From an optimization exercise on the open Yosys and OpenROAD flow, aimed at small area, a short achievable clock period and few clock cycles; shortcuts taken in it are not production practice.
At most, simulation tests tie the RTL to the original design; equivalence was not proved.

## four_digit_calculator_core
module four_digit_calculator_core (
    input  logic        aclk,
    input  logic        aresetn,
    input  logic        s_tvalid,
    output logic        s_tready,
    input  logic [7:0]  s_tdata,
    input  logic [1:0]  s_tuser,
    output logic        m_tvalid,
    input  logic        m_tready,
    output logic [31:0] m_tdata,
    output logic [3:0]  m_tuser
);
==> flow/config.mk <==
export PLATFORM = sky130hd
export DESIGN_NAME = four_digit_calculator_core
export DESIGN_NICKNAME = four_digit_calculator_core
export VERILOG_FILES = /design/flow/design.v
export SDC_FILE = /design/flow/constraint.sdc
export NUM_CORES = 4
export LEC_CHECK = 0
export CAP_MARGIN = 20
export CORE_MARGIN = 2
export CORE_UTILIZATION = 40
export SETUP_SLACK_MARGIN = 5
export SLEW_MARGIN = 20
export TNS_END_PERCENT = 5
==> flow/constraint.sdc <==
create_clock -name core_clock -period 10.0 [get_ports {aclk}]
set_input_delay 2.0000 -clock core_clock [delete_from_list [all_inputs] [get_ports {aclk}]]
set_output_delay 2.0000 -clock core_clock [all_outputs]
set_load 0.01 [all_outputs]
run.sh (not shown) runs the stock make flow with config.mk's settings and CLKGATE_MAP_FILE= SYNTH_SCRIPT=/design/flow/synth_recipe.tcl, a recipe that flattens the netlist after the stock synthesis.
Testbench counts at the start, summed over its fixed seeds: cycles 4,700.
Edit:
--- a/flow/design.v
+++ b/flow/design.v
@@ -26,16 +26,19 @@
     localparam logic [3:0] ST_RED    = 4'd3;
     localparam logic [3:0] ST_NEG    = 4'd4;
     localparam logic [3:0] ST_DCMP   = 4'd5;
     localparam logic [3:0] ST_DIV    = 4'd6;
     localparam logic [3:0] ST_QNEG   = 4'd7;
     localparam logic [3:0] ST_MODFIN = 4'd8;
     localparam logic [3:0] ST_CHKW   = 4'd9;    
-    localparam logic DM_L = 1'b0;    
-    localparam logic DM_S = 1'b1;    
+    localparam logic [2:0] DM_L = 3'd0;    
+    localparam logic [2:0] DM_M = 3'd1;    
+    localparam logic [2:0] DM_S = 3'd2;    
+    localparam logic [2:0] DM_T = 3'd3;    
+    localparam logic [2:0] DM_U = 3'd4;    
     logic       q0_v;
     logic [5:0] q0;               
     logic [3:0] in_dig;
     logic       pop;
     assign in_dig   = (s_tdata[3:0] > 4'd9) ? 4'd9 : s_tdata[3:0];
     assign s_tready = !q0_v || pop;
     always_ff @(posedge aclk) begin
@@ -53,15 +56,15 @@
     logic [31:0] w;               
     logic [3:0]  st;
     logic [4:0]  cnt;
     logic [2:0]  bd;              
     logic        modr;            
     logic        negq;            
     logic        modd;            
-    logic        dm;              
+    logic [2:0]  dm;              
     logic        vld;             
     logic        show_a, show_e, name_r, fault_r;
     logic [1:0]  h_act;
     logic [3:0]  h_dig;
     logic        idle, out_free, exec;
     logic        h_digit, h_apply;
     assign h_act    = q0[5:4];
@@ -146,15 +149,21 @@
     logic        inv;
     logic        bneg;
     logic [13:0] dvs;
     logic        abit;
     assign bneg = bd[2] && !(bd[1] && bd[0]);
     assign dvs  = modd ? 14'd10000 : ent;
     always_comb begin
-        abit = (dm == DM_S) ? acc[13] : acc[31];
+        case (dm)
+            DM_L:    abit = acc[31];
+            DM_M:    abit = acc[23];
+            DM_S:    abit = acc[13];
+            DM_T:    abit = acc[7];
+            default: abit = acc[3];
+        endcase
     end
     logic sx_acc, sx_entd, sx_w4, sx_w, sx_wab;
     logic sy_ent, sy_ent2, sy_acc, sy_acc2, sy_dvs;
     logic sinv, sdiv, sk_dig, sk_mul, sk_fin, sk_red, sk_mod;
     always_comb begin
         x = ({32{sx_acc}}  & acc)
           | ({32{sx_entd}} & {15'd0, ent, h_dig[2:0]})        
@@ -190,15 +199,15 @@
     assign acc_lt_ent = (acc[31:14] == 18'd0) && (acc[13:0] < ent);
     logic [31:0] acc_nx, w_nx;
     logic [13:0] ent_nx;
     logic [3:0]  st_nx;
     logic [4:0]  cnt_nx;
     logic [2:0]  bd_nx;
     logic        modr_nx, negq_nx, modd_nx;
-    logic        dm_nx;
+    logic [2:0]  dm_nx;
     logic        fin, fin_fault, divgo;
     always_comb begin
         acc_nx    = acc;
         w_nx      = s;            
         ent_nx    = ent;
         st_nx     = st;
         cnt_nx    = cnt;
@@ -319,15 +328,21 @@
                     fin    = 1'b1;
                 end else begin
                     divgo = 1'b1;
                 end
             end
             ST_DIV: begin
                 w_nx   = s;
-                acc_nx = (dm == DM_S) ? {acc[31:14], acc[12:0], qb} : {acc[30:0], qb};
+                case (dm)
+                    DM_L:    acc_nx = {acc[30:0], qb};
+                    DM_M:    acc_nx = {acc[31:24], acc[22:0], qb};
+                    DM_S:    acc_nx = {acc[31:14], acc[12:0], qb};
+                    DM_T:    acc_nx = {acc[31:8], acc[6:0], qb};
+                    default: acc_nx = {acc[31:4], acc[2:0], qb};
+                endcase
                 cnt_nx = cnt - 5'd1;
                 if (cnt == 5'd0) begin
                     ent_nx = 14'd0;
                     if (modd)      st_nx = ST_MODFIN;
                     else if (negq) st_nx = ST_QNEG;
                     else begin
                         st_nx = ST_IDLE;
@@ -356,18 +371,32 @@
                 acc_nx = (st == ST_QNEG) ? s : s_small;
                 st_nx  = ST_IDLE;
                 fin    = 1'b1;
             end
         endcase
         if (divgo) begin
             st_nx = ST_DIV;
-            if (acc[31:14] != 18'd0) begin
+            if (acc[31:24] != 8'd0) begin
                 dm_nx  = DM_L;
                 cnt_nx = 5'd31;
                 w_nx   = 32'd0;
+            end else if (acc[23:14] != 10'd0) begin
+                dm_nx  = DM_M;
+                cnt_nx = 5'd23;
+                w_nx   = 32'd0;
+            end else if (ent[13:10] != 4'd0) begin
+                dm_nx  = DM_U;
+                cnt_nx = 5'd3;
+                w_nx   = {22'd0, acc[13:4]};
+                acc_nx = {acc[31:14], 10'd0, acc[3:0]};
+            end else if (ent[13:6] != 8'd0) begin
+                dm_nx  = DM_T;
+                cnt_nx = 5'd7;
+                w_nx   = {26'd0, acc[13:8]};
+                acc_nx = {acc[31:14], 6'd0, acc[7:0]};
             end else begin
                 dm_nx  = DM_S;
                 cnt_nx = 5'd13;
                 w_nx   = 32'd0;
             end
         end
     end
The new run passed the timing, DRC and antenna checks.
Setup slack gains 0.039 ns.
Non-clock buffer count climbs by 23.
Register-to-register slack barely changes.
Die area climbs by about 9%.
Final area climbs by 10%.
Maximum frequency climbs by 0.78%.
Via count climbs by 17%.
Testbench counts after the change, summed over its fixed seeds: cycles 4,468.


Another version of the RTL of four_digit_calculator_core (not shown whole).
Size: about 2400 cells after synthesis, ~0.015 sq mm of cells after synthesis.
Design four_digit_calculator_core, start of the top module:
module four_digit_calculator_core (
    input  logic        aclk,
    input  logic        aresetn,
    input  logic        s_tvalid,
    output logic        s_tready,
    input  logic [7:0]  s_tdata,
    input  logic [1:0]  s_tuser,
    output logic        m_tvalid,
    input  logic        m_tready,
    output logic [31:0] m_tdata,
    output logic [3:0]  m_tuser
);
Settings: LEC_CHECK=0, ABC_AREA=1, CAP_MARGIN=20, CORE_MARGIN=2, CORE_UTILIZATION=40, SETUP_SLACK_MARGIN=5, SLEW_MARGIN=20; clock period 10.0 ns.
The first run completed with no timing, DRC or antenna violations.
Then changed:
--- a/flow/design.v
+++ b/flow/design.v
@@ -171,19 +171,19 @@
         k   = 32'd0;
         inv = 1'b0;
         case (st)
             ST_IDLE: begin
                 if (h_digit) begin
                     x = {15'd0, ent, h_dig[2:0]};
                     y = {17'd0, ent, 1'b0};
                     k = kdig;
                 end else if (opr == OP_MUL) begin
-                    y = top2 ? {acc[30:0], 1'b0} : acc;
+                    y = acc;
                 end else if (opr == OP_DIV && acc[31]) begin
                     y   = acc;
                     inv = 1'b1;
                 end else begin
                     x   = acc;
                     y   = {18'd0, ent};
                     inv = (opr != OP_ADD);
                 end
             end
@@ -227,29 +227,31 @@
     end
     assign s = x + (inv ? ~y : y) + {31'd0, inv} + k;
     logic acc_zero, ent_zero, acc_neg, s_neg, s_ge_10k, qb;
     assign ent_zero = (ent == 14'd0);
     assign acc_zero = (acc == 32'd0);
     assign acc_neg  = acc[31];
     assign s_neg    = s[31];
     assign s_ge_10k = (s[14:0] >= 15'd10000);    
     assign qb       = !s[31];
+    logic  acc_lt_ent;
+    assign acc_lt_ent = (acc[31:14] == 18'd0) && (acc[13:0] < ent);
     logic [31:0] acc_nx, w_nx;
     logic [13:0] ent_nx;
     logic [3:0]  st_nx;
     logic [4:0]  cnt_nx;
     logic [2:0]  bd_nx;
     logic        modr_nx, negq_nx, modd_nx;
     logic [1:0]  dm_nx;
     logic        fin, fin_fault, divgo;
     always_comb begin
         acc_nx    = acc;
-        w_nx      = w;
+        w_nx      = s;            
         ent_nx    = ent;
         st_nx     = st;
         cnt_nx    = cnt;
         bd_nx     = bd;
         modr_nx   = modr;
         negq_nx   = negq;
         modd_nx   = modd;
         dm_nx     = dm;
         fin       = 1'b0;
@@ -269,89 +271,115 @@
                                 OP_ADD: begin
                                     acc_nx = s;
                                     ent_nx = 14'd0;
                                     if (!acc_neg && s_ge_10k) st_nx = ST_RED;
                                     else                      fin   = 1'b1;
                                 end
                                 OP_SUB: begin
                                     acc_nx = s;
                                     ent_nx = 14'd0;
+                                    w_nx   = 32'd0;
                                     if (acc_neg && !s_neg) begin
                                         st_nx   = ST_DIV;
                                         modd_nx = 1'b1;
                                         negq_nx = 1'b0;
                                         dm_nx   = DM_L;
                                         cnt_nx  = 5'd31;
                                         w_nx    = 32'd0;
                                     end else begin
                                         fin = 1'b1;
                                     end
                                 end
                                 OP_MUL: begin
                                     modr_nx = !acc_neg;
                                     if (ent_zero || acc_zero) begin
                                         acc_nx = 32'd0;
                                         fin    = 1'b1;
                                     end else begin
-                                        w_nx = s;             
                                         if (one_dig) begin
+                                            w_nx  = s;        
                                             st_nx = ST_MULFIN;
+                                        end else if (top2) begin
+                                            w_nx   = 32'd0;
+                                            st_nx  = ST_MUL;
+                                            cnt_nx = 5'(ndig - 4'd1);
+                                            bd_nx  = top_win;
                                         end else begin
+                                            w_nx   = s;       
                                             st_nx  = ST_MUL;
                                             cnt_nx = 5'(ndig - 4'd2);
                                             bd_nx  = first_win;
                                         end
                                     end
                                 end
                                 default: begin   
                                     modd_nx = 1'b0;
                                     negq_nx = acc_neg;
                                     if (ent_zero) begin
                                         fin       = 1'b1;
                                         fin_fault = 1'b1;
                                     end else if (acc_neg) begin
                                         acc_nx = s;           
                                         st_nx  = ST_DCMP;
-                                    end else if (s_neg) begin
+                                    end else if (acc_lt_ent) begin
                                         acc_nx = 32'd0;       
                                         fin    = 1'b1;
                                     end else begin
                                         divgo = 1'b1;
                                     end
                                 end
                             endcase
                         end
                         default: ;
                     endcase
                 end
             end
             ST_MUL: begin
                 w_nx   = s;
                 bd_nx  = next_win;
                 cnt_nx = cnt - 5'd1;
-                if (cnt[2:0] == 3'd0) st_nx = ST_MULFIN;
+                if (cnt[2:0] == 3'd0) begin
+                    if (modr) begin
+                        st_nx = ST_MULFIN;
+                    end else begin
+                        acc_nx = s;
+                        w_nx   = 32'd0;
+                        if (!s_neg) begin
+                            st_nx   = ST_DIV;
+                            modd_nx = 1'b1;
+                            negq_nx = 1'b0;
+                            dm_nx   = DM_L;
+                            cnt_nx  = 5'd31;
+                            w_nx    = 32'd0;
+                        end else begin
+                            st_nx = ST_IDLE;
+                            fin   = 1'b1;
+                        end
+                    end
+                end
             end
             ST_MULFIN: begin
                 acc_nx = s;
+                w_nx   = 32'd0;
                 if (!modr && !w[31]) begin
                     st_nx   = ST_DIV;
                     modd_nx = 1'b1;
                     negq_nx = 1'b0;
                     dm_nx   = DM_L;
                     cnt_nx  = 5'd31;
                     w_nx    = 32'd0;
                 end else begin
                     st_nx = ST_IDLE;
                     fin   = 1'b1;
                 end
             end
             ST_DCMP: begin
-                if (s_neg) begin
+                if (acc_lt_ent) begin
                     acc_nx = 32'd0;
                     st_nx  = ST_IDLE;
                     fin    = 1'b1;
                 end else begin
                     divgo = 1'b1;
                 end
             end
             ST_DIV: begin
                 w_nx   = s;
=>
- cell count fell slightly
- first-iteration DRC count fell by a few percent
- routed wire length is lower slightly
- via count increases slightly
- clock skew came out lower by 3.1 ps
- hold slack barely changes
- global-route usage shrinks by 1.7 points
- register-to-register slack is better by 890 ps
- clock-buffer cell count is higher by 6
- worst setup slack improves by 890 ps
No functional check of the RTL was part of any run of this note.

static timing again, ports no longer ideal:
How much do the figures lean on ideal ports? The routed layouts below were timed once more, with nothing changed but the port constraints.
Step 1 assumes that a clkbuf_16 drives the clock port and a buf_2 every other input.
Step 2 also shifts input and output timing later by t, the mid clock arrival at the registers, as if the neighbouring blocks saw the same clock.
Three values: ideal ports, drivers, drivers and shift; two values: the first two.
| run | t (ns) | slack for setup (ns) | worst setup path after step 2 |
|---|---|---|---|
| the first run of note 1 | 0.483 | 4.987 / 4.990 / 4.529 | input to register |
| the second run of note 1 | 0.485 | 5.025 / 5.010 / 4.592 | input to register |
| the first run of note 2 | 0.493 | 4.051 / 4.051 / 4.051 | register to register |
| the second run of note 2 | 0.506 | 4.944 / 4.944 / 4.944 | register to register |
After both steps every run listed still meets setup and hold. The setup slack of the first run of note 1, which loses most, moves by +0.003 ns with the drivers and by -0.458 ns with both steps.
